This is an optimization exercise on Yosys and OpenROAD, whose aim is small area, a short achievable clock period and few clock cycles per item, not a production implementation. Where RTL was checked, it was by simulation tests only, not by an equivalence proof against the original. Power figures rest on the tool's default switching activity, not on a simulated workload.

==> inputs of v17 <==
// conv2d_stream
module conv2d_stream #(
    parameter int DATA_W = 8,
    parameter int COEF_W = 8,
    parameter int IMG_W  = 8,
    parameter int IMG_H  = 8,
    parameter int ACC_W  = 20,
    parameter int SHIFT  = 4,
    parameter int OUT_W  = 16
) (
    input  logic              clk,
    input  logic              in_st,
    input  logic              coef_we,
    input  logic [3:0]        coef_addr,
    input  logic [COEF_W-1:0] coef_din,
    input  logic              pix_valid,
    output logic              pix_ready,
    input  logic [DATA_W-1:0] pix_din,
    output logic [OUT_W-1:0]  dout,
    output logic              out_st,
    input  logic              out_ready,
    output logic              frame_done
);
export LEC_CHECK = 0
export CAP_MARGIN = 20
export CORE_MARGIN = 2
export CORE_UTILIZATION = 60
export PLACE_DENSITY = 0.7
export SETUP_SLACK_MARGIN = 4.0
export SLEW_MARGIN = 20
create_clock -name core_clock -period 6.5 [get_ports {clk}]
run.sh (not shown) runs the stock make flow with config.mk's settings and CLKGATE_MAP_FILE= SYNTH_SCRIPT=/design/flow/synth_recipe.tcl, a recipe that flattens the netlist after the stock synthesis.
==> v31: changes against v17 <==
CORE_UTILIZATION = 40   (was 60)
PLACE_DENSITY = not set   (was 0.7)
==> v7: changes against v17 <==
--- a/flow/design.v
+++ b/flow/design.v
@@ -1037,46 +1037,54 @@
     assign res_v = v_q[NS-1];
     assign res_l = l_q[NS-1];
     logic [OUT_W-1:0] hd_q;
     logic             hv_q, hl_q, fd_q;
     logic [NQ-1:0][OUT_W-1:0] qd_q;
     logic [NQ-1:0]    ql_q;
     logic [QW-1:0]    rp_q, wp_q;
     logic [CW-1:0]    qn_q;
-    logic             head_free, load, from_q;
+    logic             head_free;
     assign pop       = hv_q && out_ready;
     assign head_free = !hv_q || out_ready;
-    assign from_q    = (qn_q != '0);
-    assign load      = head_free && (from_q || res_v);
     function automatic logic [QW-1:0] inc(input logic [QW-1:0] p);
         inc = (p == QW'(NQ - 1)) ? '0 : p + QW'(1);
     endfunction
     always_ff @(posedge clk) begin
-        if (res_v) begin
-            qd_q[wp_q] <= res;
-            ql_q[wp_q] <= res_l;
-        end
-        if (load) hd_q <= from_q ? qd_q[rp_q] : res;
-    end
-    always_ff @(posedge clk) begin
         if (in_st) begin
             hv_q <= 1'b0;
             hl_q <= 1'b0;
             fd_q <= 1'b0;
             rp_q <= '0;
             wp_q <= '0;
             qn_q <= '0;
         end else begin
             fd_q <= pop && hl_q;
-            if (res_v) wp_q <= inc(wp_q);
-            if (load) rp_q <= inc(rp_q);
             if (head_free) begin
-                hv_q <= from_q || res_v;
-                hl_q <= from_q ? ql_q[rp_q] : res_l;
+                if (qn_q != '0) begin
+                    hv_q <= 1'b1;
+                    hd_q <= qd_q[rp_q];
+                    hl_q <= ql_q[rp_q];
+                    rp_q <= inc(rp_q);
+                    if (res_v) begin
+                        qd_q[wp_q] <= res;
+                        ql_q[wp_q] <= res_l;
+                        wp_q <= inc(wp_q);
+                    end else begin
+                        qn_q <= qn_q - CW'(1);
+                    end
+                end else begin
+                    hv_q <= res_v;
+                    hl_q <= res_l;
+                    if (res_v) hd_q <= res;
+                end
+            end else if (res_v) begin
+                qd_q[wp_q] <= res;
+                ql_q[wp_q] <= res_l;
+                wp_q <= inc(wp_q);
+                qn_q <= qn_q + CW'(1);
             end
-            qn_q <= qn_q + CW'(res_v) - CW'(load);
         end
     end
     assign dout       = hd_q;
     assign out_st     = hv_q;
     assign frame_done = fd_q;
 endmodule
CORE_UTILIZATION = 40   (was 60)
PLACE_DENSITY = not set   (was 0.7)
SETUP_SLACK_MARGIN = not set   (was 4.0)
==> comparison <==
Register-to-register slack, lowest first: v7, v31, v17. v7 produced a clean layout. v31 completed with no timing, DRC or antenna violations. v17 finished with timing, DRC and antenna clean. Clock power: v17 < v7 < v31. Die area: v17 < v7 < v31. Sequential share of layout area: v7 > v17 > v31. Non-clock buffer count: v17 is higher than v31 (1). The lowest routed wire length belongs to v7, the highest to v17. Of v7 and v17, v17 has the higher count of clock-buffer cells in the layout (gap 4). Final area, lowest first: v7, v17, v31. Of v7 and v17, v17 has the higher combinational power (gap 28%, measured against v17).
Testbench counts of v17, summed over its fixed seeds: cycles 16,544, items 9,216.
Testbench counts of v31, summed over its fixed seeds: cycles 16,544, items 9,216.
For v7, only the layout was checked, not whether the RTL still works.

* * *

==> run M <==
Another version of the RTL of conv2d_stream (not shown whole).
Settings: LEC_CHECK=0, CAP_MARGIN=20, CORE_MARGIN=2, CORE_UTILIZATION=60, PLACE_DENSITY=0.7, SETUP_SLACK_MARGIN=4.0, SLEW_MARGIN=20; clock period 6.5 ns.
standard.sh (not shown) runs the stock make flow with config.mk's settings and CLKGATE_MAP_FILE= SYNTH_SCRIPT=/design/flow/synth_recipe.tcl, a recipe that flattens the netlist after the stock synthesis.
==> flow/flow/run.sh <==
#!/bin/bash
# Standard ORFS layout, with one netlist step between synthesis and floorplan:
# flow/polfix.py re-chooses full-adder and AND/NAND polarities to drop inverters.
set -euo pipefail
R=orfs/results/${FLOW_PLATFORM:-sky130hd}/conv2d_stream/base
bash standard.sh synth > synth.log 2>&1
cp $R/1_2_yosys.v $R/1_2_yosys.orig.v
python3 flow/polfix.py $R/1_2_yosys.orig.v $R/1_2_yosys.pf.v > polfix.log 2>&1
cp $R/1_2_yosys.pf.v $R/1_2_yosys.v
touch $R/1_2_yosys.v
bash standard.sh finish > finish.log 2>&1
grep -c polinv_ $R/1_2_yosys.v >> polfix.log || true
Other scripts of this flow, unchanged in this note and not shown: flow/flow/polfix.py
==> run K: changes against run M <==
--- a/flow/config.mk
+++ b/flow/config.mk
@@ -10,4 +10,6 @@
 export CORE_UTILIZATION = 60
+export CTS_CLUSTER_DIAMETER = 100
+export CTS_CLUSTER_SIZE = 24
 export PLACE_DENSITY = 0.7
-export SETUP_SLACK_MARGIN = 4.0
+export SETUP_SLACK_MARGIN = 4.3
 export SLEW_MARGIN = 20
==> run C: changes against run M <==
--- a/flow/config.mk
+++ b/flow/config.mk
@@ -7,2 +7,3 @@
 export LEC_CHECK = 0
+export ABC_CLOCK_PERIOD_IN_PS = 2500
 export CAP_MARGIN = 20
==> qor summary <==
item                                                                               run K                    run M                    run C
Status                                                           complete, no violations  complete, no violations  complete, no violations
Fraction of area in multi-input gates                                              0.497                    0.465                    0.465
Remaining max-slew budget at the tightest pin                                      0.259                    0.358                    0.358
Clock net power                                                                  2.17 mW                  3.68 mW                  3.68 mW
Vias in the first global route                                                     21064                    20954                    20954
Final instance count without filler cells                                           3228                     3227                     3227
Clock-cell share of area                                                          0.0232                   0.0586                   0.0586
Footprint of the multi-input gates                                             19000 um2                16900 um2                16900 um2
Setup skew after layout                                                        0.0230 ns                0.0485 ns                0.0485 ns
F_max                                                                            391 MHz                  392 MHz                  392 MHz
Clk pwr share                                                                      0.254                    0.381                    0.381
Worst endpoint required time                                                     7.02 ns                  6.98 ns                  6.98 ns
Power in sequential cells                                                        4.46 mW                  4.49 mW                  4.49 mW
Sequential cell area                                                           14900 um2                14700 um2                14700 um2
Combinational power                                                              1.91 mW                  1.48 mW                  1.48 mW
Setup slack after placement                                                      2.49 ns                  2.50 ns                  2.50 ns
Final WS setup                                                                   3.94 ns                  3.95 ns                  3.95 ns
Core utilization of the finished layout                                            0.731                    0.693                    0.693
Clock latency reported for the late side of the worst-skew pair                  0.65 ns                  0.66 ns                  0.66 ns
H-tree lvl count                                                                       1                        2                        2
P per Cell Area                                                               223 nW/um2               266 nW/um2               266 nW/um2
Setup Buffers After CTS                                                              134                       77                       77
Routed vias                                                                        19416                    19385                    19385
Combinational cell fraction of total power                                         0.224                    0.154                    0.154
Global Route met1 Usage                                                            0.435                    0.413                    0.413
Testbench counts of run M, summed over its fixed seeds: cycles 16,512, items 9,216.
Testbench counts of run K, summed over its fixed seeds: cycles 16,512, items 9,216.
Testbench counts of run C, summed over its fixed seeds: cycles 16,512, items 9,216.

* * *

==> job 833 <==
conv2d_stream, a different RTL version from the one above (not shown whole).
export LEC_CHECK = 0
export CAP_MARGIN = 20
export CORE_MARGIN = 2
export CORE_UTILIZATION = 60
export CTS_CLUSTER_DIAMETER = 100
export CTS_CLUSTER_SIZE = 24
export PLACE_DENSITY = 0.7
export SETUP_SLACK_MARGIN = 4.0
export SLEW_MARGIN = 20
create_clock -name core_clock -period 6.5 [get_ports {clk}]
Scripts as last shown in full above: flow/flow/run.sh
Other scripts of this flow, unchanged in this note and not shown: flow/flow/polfix.py
==> inputs of job 844, as changes to job 833 <==
--- a/flow/design.v
+++ b/flow/design.v
@@ -185,13 +185,13 @@
     logic r2_1249, r2_1250, s1251, c1252, s1253, c1254, s1255, c1256, s1257, c1258, s1259, c1260, s1261, c1262, s1263, c1264;
     logic s1265, c1266, s1267, c1268, s1269, c1270, s1271, c1272, s1273, c1274, s1275, c1276, s1277, c1278, s1279, c1280;
     logic s1281, c1282, s1283, c1284, s1285, c1286, s1287, c1288, s1289, c1290, s1291, c1292, s1293, c1294, s1295, c1296;
     logic s1297, c1298, s1299, c1300, s1301, c1302, s1303, c1304, s1305, c1306, s1307, c1308, s1309, c1310, s1311, c1312;
     logic s1313, c1314, s1315, c1316, s1317, c1318, s1319, c1320, s1321, c1322, s1323, c1324, s1325, c1326, s1327, c1328;
-    logic nc1329, r3_1330, r3_1331, r3_1332, r3_1333, r3_1334, r3_1335, r3_1336, r3_1337, r3_1338, r3_1339, r3_1340, r3_1341, r3_1342, r3_1343, r3_1344;
-    logic r3_1345, r3_1346, r3_1347, r3_1348, r3_1349, r3_1350, r3_1351, r3_1352, r3_1353, r3_1354, r3_1355, r3_1356, r3_1357;
-    logic [4:0] lowsum;
+    logic r3_1329, r3_1330, r3_1331, r3_1332, r3_1333, r3_1334, r3_1335, r3_1336, r3_1337, r3_1338, r3_1339, r3_1340, r3_1341, r3_1342, r3_1343, r3_1344;
+    logic r3_1345, r3_1346, r3_1347, r3_1348, r3_1349, r3_1350, r3_1351, r3_1352, r3_1353, r3_1354, r3_1355, r3_1356, r3_1357, r3_1358, r3_1359, r3_1360;
+    logic r3_1361;
     assign {c2, s1} = nw0[0][0] + nw1[0][0] + nw2[0][0];
     assign {c4, s3} = nw3[0][0] + nw4[0][0] + nw5[0][0];
     assign {c6, s5} = nw0[0][1] + nw0[1][0] + nw1[0][1];
     assign {c8, s7} = nw1[1][0] + nw2[0][1] + nw2[1][0];
     assign {c10, s9} = nw3[0][1] + nw3[1][0] + nw4[0][1];
@@ -743,12 +743,10 @@
     assign {c1324, s1323} = c1302 + c1280 + s1281;
     assign s1325 = ~(c1282 ^ s1283);
     assign c1326 = c1282 | s1283;
     assign s1327 = ~(c1284 ^ r2_1250);
     assign c1328 = c1284 | r2_1250;
-    assign lowsum = {1'b0, ~r2_1189, ~r2_1188, ~r2_1186, ~r2_1185} + {1'b0, ~r2_1190, 1'b0, ~r2_1187, 1'b0};
-    assign nc1329 = ~lowsum[4];
     always_ff @(posedge clk) begin
         r1_697 <= s331;
         r1_698 <= nw7[0][0];
         r1_699 <= s551;
         r1_700 <= s13;
@@ -976,38 +974,43 @@
         r2_1246 <= r1_859;
         r2_1247 <= c1184;
         r2_1248 <= c1140;
         r2_1249 <= s1141;
         r2_1250 <= c1142;
-        r3_1330 <= s1251;
-        r3_1331 <= nc1329;
-        r3_1332 <= s1285;
-        r3_1333 <= s1305;
-        r3_1334 <= s1255;
-        r3_1335 <= c1306;
-        r3_1336 <= s1307;
-        r3_1337 <= c1308;
-        r3_1338 <= s1309;
-        r3_1339 <= c1310;
-        r3_1340 <= s1311;
-        r3_1341 <= c1312;
-        r3_1342 <= s1313;
-        r3_1343 <= c1314;
-        r3_1344 <= s1315;
-        r3_1345 <= c1316;
-        r3_1346 <= s1317;
-        r3_1347 <= c1318;
-        r3_1348 <= s1319;
-        r3_1349 <= c1320;
-        r3_1350 <= s1321;
-        r3_1351 <= c1322;
-        r3_1352 <= s1323;
-        r3_1353 <= c1324;
-        r3_1354 <= s1325;
-        r3_1355 <= c1326;
-        r3_1356 <= s1327;
-        r3_1357 <= c1328;
+        r3_1329 <= r2_1185;
+        r3_1330 <= r2_1186;
+        r3_1331 <= r2_1187;
+        r3_1332 <= r2_1188;
+        r3_1333 <= r2_1189;
+        r3_1334 <= r2_1190;
+        r3_1335 <= s1251;
+        r3_1336 <= s1285;
+        r3_1337 <= s1305;
+        r3_1338 <= s1255;
+        r3_1339 <= c1306;
+        r3_1340 <= s1307;
+        r3_1341 <= c1308;
+        r3_1342 <= s1309;
+        r3_1343 <= c1310;
+        r3_1344 <= s1311;
+        r3_1345 <= c1312;
+        r3_1346 <= s1313;
+        r3_1347 <= c1314;
+        r3_1348 <= s1315;
+        r3_1349 <= c1316;
+        r3_1350 <= s1317;
+        r3_1351 <= c1318;
+        r3_1352 <= s1319;
+        r3_1353 <= c1320;
+        r3_1354 <= s1321;
+        r3_1355 <= c1322;
+        r3_1356 <= s1323;
+        r3_1357 <= c1324;
+        r3_1358 <= s1325;
+        r3_1359 <= c1326;
+        r3_1360 <= s1327;
+        r3_1361 <= c1328;
     end
     always_ff @(posedge clk) begin
         if (in_st) begin
             v_q[2:1] <= '0;
             l_q[2:1] <= '0;
@@ -1015,12 +1018,12 @@
             v_q[2:1] <= v_q[1:0];
             l_q[2:1] <= l_q[1:0];
         end
     end
     logic [ACC_W-1:0] na, nb, sum;
-    assign na = {1'b1, r3_1357, r3_1355, r3_1353, r3_1351, r3_1349, r3_1347, r3_1345, r3_1343, r3_1341, r3_1339, r3_1337, r3_1335, r3_1333, r3_1332, r3_1330, 1'b1, 1'b1, 1'b1, 1'b1};
-    assign nb = {1'b1, 1'b1, r3_1356, r3_1354, r3_1352, r3_1350, r3_1348, r3_1346, r3_1344, r3_1342, r3_1340, r3_1338, r3_1336, r3_1334, 1'b1, r3_1331, 1'b1, 1'b1, 1'b1, 1'b1};
+    assign na = {1'b1, r3_1361, r3_1359, r3_1357, r3_1355, r3_1353, r3_1351, r3_1349, r3_1347, r3_1345, r3_1343, r3_1341, r3_1339, r3_1337, r3_1336, r3_1335, r3_1333, r3_1332, r3_1330, r3_1329};
+    assign nb = {1'b1, 1'b1, r3_1360, r3_1358, r3_1356, r3_1354, r3_1352, r3_1350, r3_1348, r3_1346, r3_1344, r3_1342, r3_1340, r3_1338, 1'b1, 1'b1, r3_1334, 1'b1, r3_1331, 1'b1};
     assign sum = (~na) + (~nb);
     logic [OUT_W-1:0] res;
     logic             res_v, res_l;
     assign res   = sum[SHIFT +: OUT_W];    
     assign res_v = v_q[2];
Settings changed: CORE_UTILIZATION 60 to 70, PLACE_DENSITY 0.7 to 0.8.
==> inputs of job 3624, as changes to job 833 <==
--- a/flow/design.v
+++ b/flow/design.v
@@ -185,13 +185,13 @@
     logic r2_1249, r2_1250, s1251, c1252, s1253, c1254, s1255, c1256, s1257, c1258, s1259, c1260, s1261, c1262, s1263, c1264;
     logic s1265, c1266, s1267, c1268, s1269, c1270, s1271, c1272, s1273, c1274, s1275, c1276, s1277, c1278, s1279, c1280;
     logic s1281, c1282, s1283, c1284, s1285, c1286, s1287, c1288, s1289, c1290, s1291, c1292, s1293, c1294, s1295, c1296;
     logic s1297, c1298, s1299, c1300, s1301, c1302, s1303, c1304, s1305, c1306, s1307, c1308, s1309, c1310, s1311, c1312;
     logic s1313, c1314, s1315, c1316, s1317, c1318, s1319, c1320, s1321, c1322, s1323, c1324, s1325, c1326, s1327, c1328;
-    logic nc1329, r3_1330, r3_1331, r3_1332, r3_1333, r3_1334, r3_1335, r3_1336, r3_1337, r3_1338, r3_1339, r3_1340, r3_1341, r3_1342, r3_1343, r3_1344;
-    logic r3_1345, r3_1346, r3_1347, r3_1348, r3_1349, r3_1350, r3_1351, r3_1352, r3_1353, r3_1354, r3_1355, r3_1356, r3_1357;
-    logic [4:0] lowsum;
+    logic r3_1329, r3_1330, r3_1331, r3_1332, r3_1333, r3_1334, r3_1335, r3_1336, r3_1337, r3_1338, r3_1339, r3_1340, r3_1341, r3_1342, r3_1343, r3_1344;
+    logic r3_1345, r3_1346, r3_1347, r3_1348, r3_1349, r3_1350, r3_1351, r3_1352, r3_1353, r3_1354, r3_1355, r3_1356, r3_1357, r3_1358, r3_1359, r3_1360;
+    logic r3_1361;
     assign {c2, s1} = nw0[0][0] + nw1[0][0] + nw2[0][0];
     assign {c4, s3} = nw3[0][0] + nw4[0][0] + nw5[0][0];
     assign {c6, s5} = nw0[0][1] + nw0[1][0] + nw1[0][1];
     assign {c8, s7} = nw1[1][0] + nw2[0][1] + nw2[1][0];
     assign {c10, s9} = nw3[0][1] + nw3[1][0] + nw4[0][1];
@@ -743,12 +743,10 @@
     assign {c1324, s1323} = c1302 + c1280 + s1281;
     assign s1325 = ~(c1282 ^ s1283);
     assign c1326 = c1282 | s1283;
     assign s1327 = ~(c1284 ^ r2_1250);
     assign c1328 = c1284 | r2_1250;
-    assign lowsum = {1'b0, ~r2_1189, ~r2_1188, ~r2_1186, ~r2_1185} + {1'b0, ~r2_1190, 1'b0, ~r2_1187, 1'b0};
-    assign nc1329 = ~lowsum[4];
     always_ff @(posedge clk) begin
         r1_697 <= s331;
         r1_698 <= nw7[0][0];
         r1_699 <= s551;
         r1_700 <= s13;
@@ -976,38 +974,43 @@
         r2_1246 <= r1_859;
         r2_1247 <= c1184;
         r2_1248 <= c1140;
         r2_1249 <= s1141;
         r2_1250 <= c1142;
-        r3_1330 <= s1251;
-        r3_1331 <= nc1329;
-        r3_1332 <= s1285;
-        r3_1333 <= s1305;
-        r3_1334 <= s1255;
-        r3_1335 <= c1306;
-        r3_1336 <= s1307;
-        r3_1337 <= c1308;
-        r3_1338 <= s1309;
-        r3_1339 <= c1310;
-        r3_1340 <= s1311;
-        r3_1341 <= c1312;
-        r3_1342 <= s1313;
-        r3_1343 <= c1314;
-        r3_1344 <= s1315;
-        r3_1345 <= c1316;
-        r3_1346 <= s1317;
-        r3_1347 <= c1318;
-        r3_1348 <= s1319;
-        r3_1349 <= c1320;
-        r3_1350 <= s1321;
-        r3_1351 <= c1322;
-        r3_1352 <= s1323;
-        r3_1353 <= c1324;
-        r3_1354 <= s1325;
-        r3_1355 <= c1326;
-        r3_1356 <= s1327;
-        r3_1357 <= c1328;
+        r3_1329 <= r2_1185;
+        r3_1330 <= r2_1186;
+        r3_1331 <= r2_1187;
+        r3_1332 <= r2_1188;
+        r3_1333 <= r2_1189;
+        r3_1334 <= r2_1190;
+        r3_1335 <= s1251;
+        r3_1336 <= s1285;
+        r3_1337 <= s1305;
+        r3_1338 <= s1255;
+        r3_1339 <= c1306;
+        r3_1340 <= s1307;
+        r3_1341 <= c1308;
+        r3_1342 <= s1309;
+        r3_1343 <= c1310;
+        r3_1344 <= s1311;
+        r3_1345 <= c1312;
+        r3_1346 <= s1313;
+        r3_1347 <= c1314;
+        r3_1348 <= s1315;
+        r3_1349 <= c1316;
+        r3_1350 <= s1317;
+        r3_1351 <= c1318;
+        r3_1352 <= s1319;
+        r3_1353 <= c1320;
+        r3_1354 <= s1321;
+        r3_1355 <= c1322;
+        r3_1356 <= s1323;
+        r3_1357 <= c1324;
+        r3_1358 <= s1325;
+        r3_1359 <= c1326;
+        r3_1360 <= s1327;
+        r3_1361 <= c1328;
     end
     always_ff @(posedge clk) begin
         if (in_st) begin
             v_q[2:1] <= '0;
             l_q[2:1] <= '0;
@@ -1015,12 +1018,12 @@
             v_q[2:1] <= v_q[1:0];
             l_q[2:1] <= l_q[1:0];
         end
     end
     logic [ACC_W-1:0] na, nb, sum;
-    assign na = {1'b1, r3_1357, r3_1355, r3_1353, r3_1351, r3_1349, r3_1347, r3_1345, r3_1343, r3_1341, r3_1339, r3_1337, r3_1335, r3_1333, r3_1332, r3_1330, 1'b1, 1'b1, 1'b1, 1'b1};
-    assign nb = {1'b1, 1'b1, r3_1356, r3_1354, r3_1352, r3_1350, r3_1348, r3_1346, r3_1344, r3_1342, r3_1340, r3_1338, r3_1336, r3_1334, 1'b1, r3_1331, 1'b1, 1'b1, 1'b1, 1'b1};
+    assign na = {1'b1, r3_1361, r3_1359, r3_1357, r3_1355, r3_1353, r3_1351, r3_1349, r3_1347, r3_1345, r3_1343, r3_1341, r3_1339, r3_1337, r3_1336, r3_1335, r3_1333, r3_1332, r3_1330, r3_1329};
+    assign nb = {1'b1, 1'b1, r3_1360, r3_1358, r3_1356, r3_1354, r3_1352, r3_1350, r3_1348, r3_1346, r3_1344, r3_1342, r3_1340, r3_1338, 1'b1, 1'b1, r3_1334, 1'b1, r3_1331, 1'b1};
     assign sum = (~na) + (~nb);
     logic [OUT_W-1:0] res;
     logic             res_v, res_l;
     assign res   = sum[SHIFT +: OUT_W];    
     assign res_v = v_q[2];
Settings changed: SETUP_SLACK_MARGIN 4.0 to 3.8.
==> inputs of job 4358, as changes to job 833 <==
--- a/flow/design.v
+++ b/flow/design.v
@@ -19,12 +19,12 @@
     output logic              out_st,
     input  logic              out_ready,
     output logic              frame_done
 );
     localparam logic [71:0] K_DEF = 72'h01_02_01_02_04_02_01_02_01;
-    localparam int NQ  = 4;           
-    localparam int CAP = NQ + 1;         
+    localparam int NQ  = 3;           
+    localparam int CAP = NQ + 2;         
     localparam int NS  = 4;           
     localparam int CW  = $clog2(CAP + 1);
     localparam int QW  = (NQ > 1) ? $clog2(NQ) : 1;
     logic [2:0]   col_q, row_q;
     logic         ready_q;
@@ -976,56 +976,66 @@
         r2_1246 <= r1_859;
         r2_1247 <= c1184;
         r2_1248 <= c1140;
         r2_1249 <= s1141;
         r2_1250 <= c1142;
-        r3_1330 <= s1251;
-        r3_1331 <= nc1329;
-        r3_1332 <= s1285;
-        r3_1333 <= s1305;
-        r3_1334 <= s1255;
-        r3_1335 <= c1306;
-        r3_1336 <= s1307;
-        r3_1337 <= c1308;
-        r3_1338 <= s1309;
-        r3_1339 <= c1310;
-        r3_1340 <= s1311;
-        r3_1341 <= c1312;
-        r3_1342 <= s1313;
-        r3_1343 <= c1314;
-        r3_1344 <= s1315;
-        r3_1345 <= c1316;
-        r3_1346 <= s1317;
-        r3_1347 <= c1318;
-        r3_1348 <= s1319;
-        r3_1349 <= c1320;
-        r3_1350 <= s1321;
-        r3_1351 <= c1322;
-        r3_1352 <= s1323;
-        r3_1353 <= c1324;
-        r3_1354 <= s1325;
-        r3_1355 <= c1326;
-        r3_1356 <= s1327;
-        r3_1357 <= c1328;
+    end
+    logic hold3;
+    assign hold3 = v_q[2] && (qn_q == CW'(NQ));
+    always_ff @(posedge clk) begin
+        if (!hold3) begin
+            r3_1330 <= s1251;
+            r3_1331 <= nc1329;
+            r3_1332 <= s1285;
+            r3_1333 <= s1305;
+            r3_1334 <= s1255;
+            r3_1335 <= c1306;
+            r3_1336 <= s1307;
+            r3_1337 <= c1308;
+            r3_1338 <= s1309;
+            r3_1339 <= c1310;
+            r3_1340 <= s1311;
+            r3_1341 <= c1312;
+            r3_1342 <= s1313;
+            r3_1343 <= c1314;
+            r3_1344 <= s1315;
+            r3_1345 <= c1316;
+            r3_1346 <= s1317;
+            r3_1347 <= c1318;
+            r3_1348 <= s1319;
+            r3_1349 <= c1320;
+            r3_1350 <= s1321;
+            r3_1351 <= c1322;
+            r3_1352 <= s1323;
+            r3_1353 <= c1324;
+            r3_1354 <= s1325;
+            r3_1355 <= c1326;
+            r3_1356 <= s1327;
+            r3_1357 <= c1328;
+        end
     end
     always_ff @(posedge clk) begin
         if (in_st) begin
             v_q[2:1] <= '0;
             l_q[2:1] <= '0;
         end else begin
-            v_q[2:1] <= v_q[1:0];
-            l_q[2:1] <= l_q[1:0];
+            v_q[1:1] <= v_q[0:0];
+            l_q[1:1] <= l_q[0:0];
+            if (!hold3) begin
+                v_q[2] <= v_q[1];
+                l_q[2] <= l_q[1];
+            end
         end
     end
     logic [ACC_W-1:0] na, nb, sum;
     assign na = {1'b1, r3_1357, r3_1355, r3_1353, r3_1351, r3_1349, r3_1347, r3_1345, r3_1343, r3_1341, r3_1339, r3_1337, r3_1335, r3_1333, r3_1332, r3_1330, 1'b1, 1'b1, 1'b1, 1'b1};
     assign nb = {1'b1, 1'b1, r3_1356, r3_1354, r3_1352, r3_1350, r3_1348, r3_1346, r3_1344, r3_1342, r3_1340, r3_1338, r3_1336, r3_1334, 1'b1, r3_1331, 1'b1, 1'b1, 1'b1, 1'b1};
     assign sum = (~na) + (~nb);
     logic [OUT_W-1:0] res;
     logic             res_v, res_l;
     assign res   = sum[SHIFT +: OUT_W];    
-    assign res_v = v_q[2];
+    assign res_v = v_q[2] && !hold3;
     assign res_l = l_q[2];
     logic [OUT_W-1:0] hd_q;
     logic             hv_q, hl_q, fd_q;
     logic [NQ-1:0][OUT_W-1:0] qd_q;
     logic [NQ-1:0]    ql_q;
==> notes.md <==
quantity	job 833	job 4358	job 3624	job 844
Die outline height	233 um	232 um	234 um	217 um
Post-route clock skew	0.0294 ns	0.0269 ns	0.0218 ns	0.0304 ns
Pre-CTS setup slack	2.69 ns	2.52 ns	2.47 ns	2.51 ns
Setup repair bufs after CTS	83	74	29	69
Internal portion of total power	5770 uW	6330 uW	5750 uW	5870 uW
Worst Tran Pin Value	1.12 ns	1.14 ns	1.18 ns	1.08 ns
Switching part of the total	28.7%	31.3%	28.7%	29.0%
Power Combinational	1700 uW	2600 uW	1530 uW	1760 uW
Number of search-and-repair iterations in the first detailed-routing pass	6	5	7	6
Met3 track utilization from global routing	5.55%	4.76%	4.26%	7.09%
Relative area change from synthesis to final layout	10.6%	10.4%	7.80%	10.3%
Unrepaired setup endpoints after global routing	yes	yes	no	yes
Worst setup margin	4.01 ns	3.95 ns	3.84 ns	3.99 ns
Hold path endpoint	r2_1246	r2_1246	r3_1333	r3_1331
Run status	finished clean	finished clean	finished clean	finished clean
Top routing layer used	met5	met4	met4	met5
Chip width	233 um	232 um	234 um	217 um
Number of tapcells	680	680	688	600
Later-pin clock latency in the skew report	0.62 ns	0.63 ns	0.63 ns	0.62 ns
Testbench counts of job 833, summed over its fixed seeds: cycles 16,512, items 9,216.
Testbench counts of job 844, summed over its fixed seeds: cycles 16,512, items 9,216.
Testbench counts of job 3624, summed over its fixed seeds: cycles 16,512, items 9,216.
The RTL of job 4358 was laid out without a check of its function.

-- separate check: timing with driven ports --
Ports are ideal in the flow. The routed layouts listed here were re-timed in OpenROAD. Step 1, drivers: a clkbuf_16 drives clk and a buf_2 each remaining input, both assumed. Step 2 times the ports against the registers' clock, not the clock port: input delays grow and output delays shrink by t, the midpoint of the rising clock arrivals with the driver on. Three values: ideal ports, drivers, drivers and shift; two values: the first two.
| run | t, ns | setup slack, ns | worst hold slack (ns) | worst setup path after step 2 | slew at the worst register clock pin (ns) |
|---|---|---|---|---|---|
| v17 | 0.668 | 3.797 / 3.797 / 3.262 | 0.325 / 0.325 / 0.325 | input to register | 0.07 / 0.07 |
| v31 | 0.692 | 3.738 / 3.738 / 3.376 | 0.321 / 0.321 / 0.321 | input to register | 0.07 / 0.07 |
| v7 | 0.699 | 3.202 / 3.236 / 2.537 | 0.325 / 0.325 / 0.325 | input to register | 0.07 / 0.07 |
| run M | 0.702 | 3.950 / 3.950 / 3.331 | 0.326 / 0.326 / 0.326 | input to register | 0.07 / 0.07 |
| run K | 0.695 | 3.943 / 3.943 / 3.418 | 0.326 / 0.326 / 0.326 | input to register | 0.11 / 0.11 |
| run C | 0.702 | 3.950 / 3.950 / 3.331 | 0.326 / 0.326 / 0.326 | input to register | 0.07 / 0.07 |
| job 833 | 0.669 | 4.009 / 3.986 / 3.476 | 0.336 / 0.336 / 0.336 | input to register | 0.10 / 0.10 |
| job 844 | 0.669 | 3.991 / 3.964 / 3.427 | 0.336 / 0.336 / 0.336 | input to register | 0.11 / 0.11 |
| job 3624 | 0.679 | 3.841 / 3.812 / 3.336 | 0.334 / 0.334 / 0.334 | input to register | 0.11 / 0.11 |
| job 4358 | 0.674 | 3.953 / 3.953 / 3.396 | 0.335 / 0.335 / 0.335 | input to register | 0.11 / 0.11 |
After both steps every run listed still meets setup and hold. For v7, which loses most, drivers alone change the setup slack by +0.034 ns; drivers and shift together by -0.665 ns.
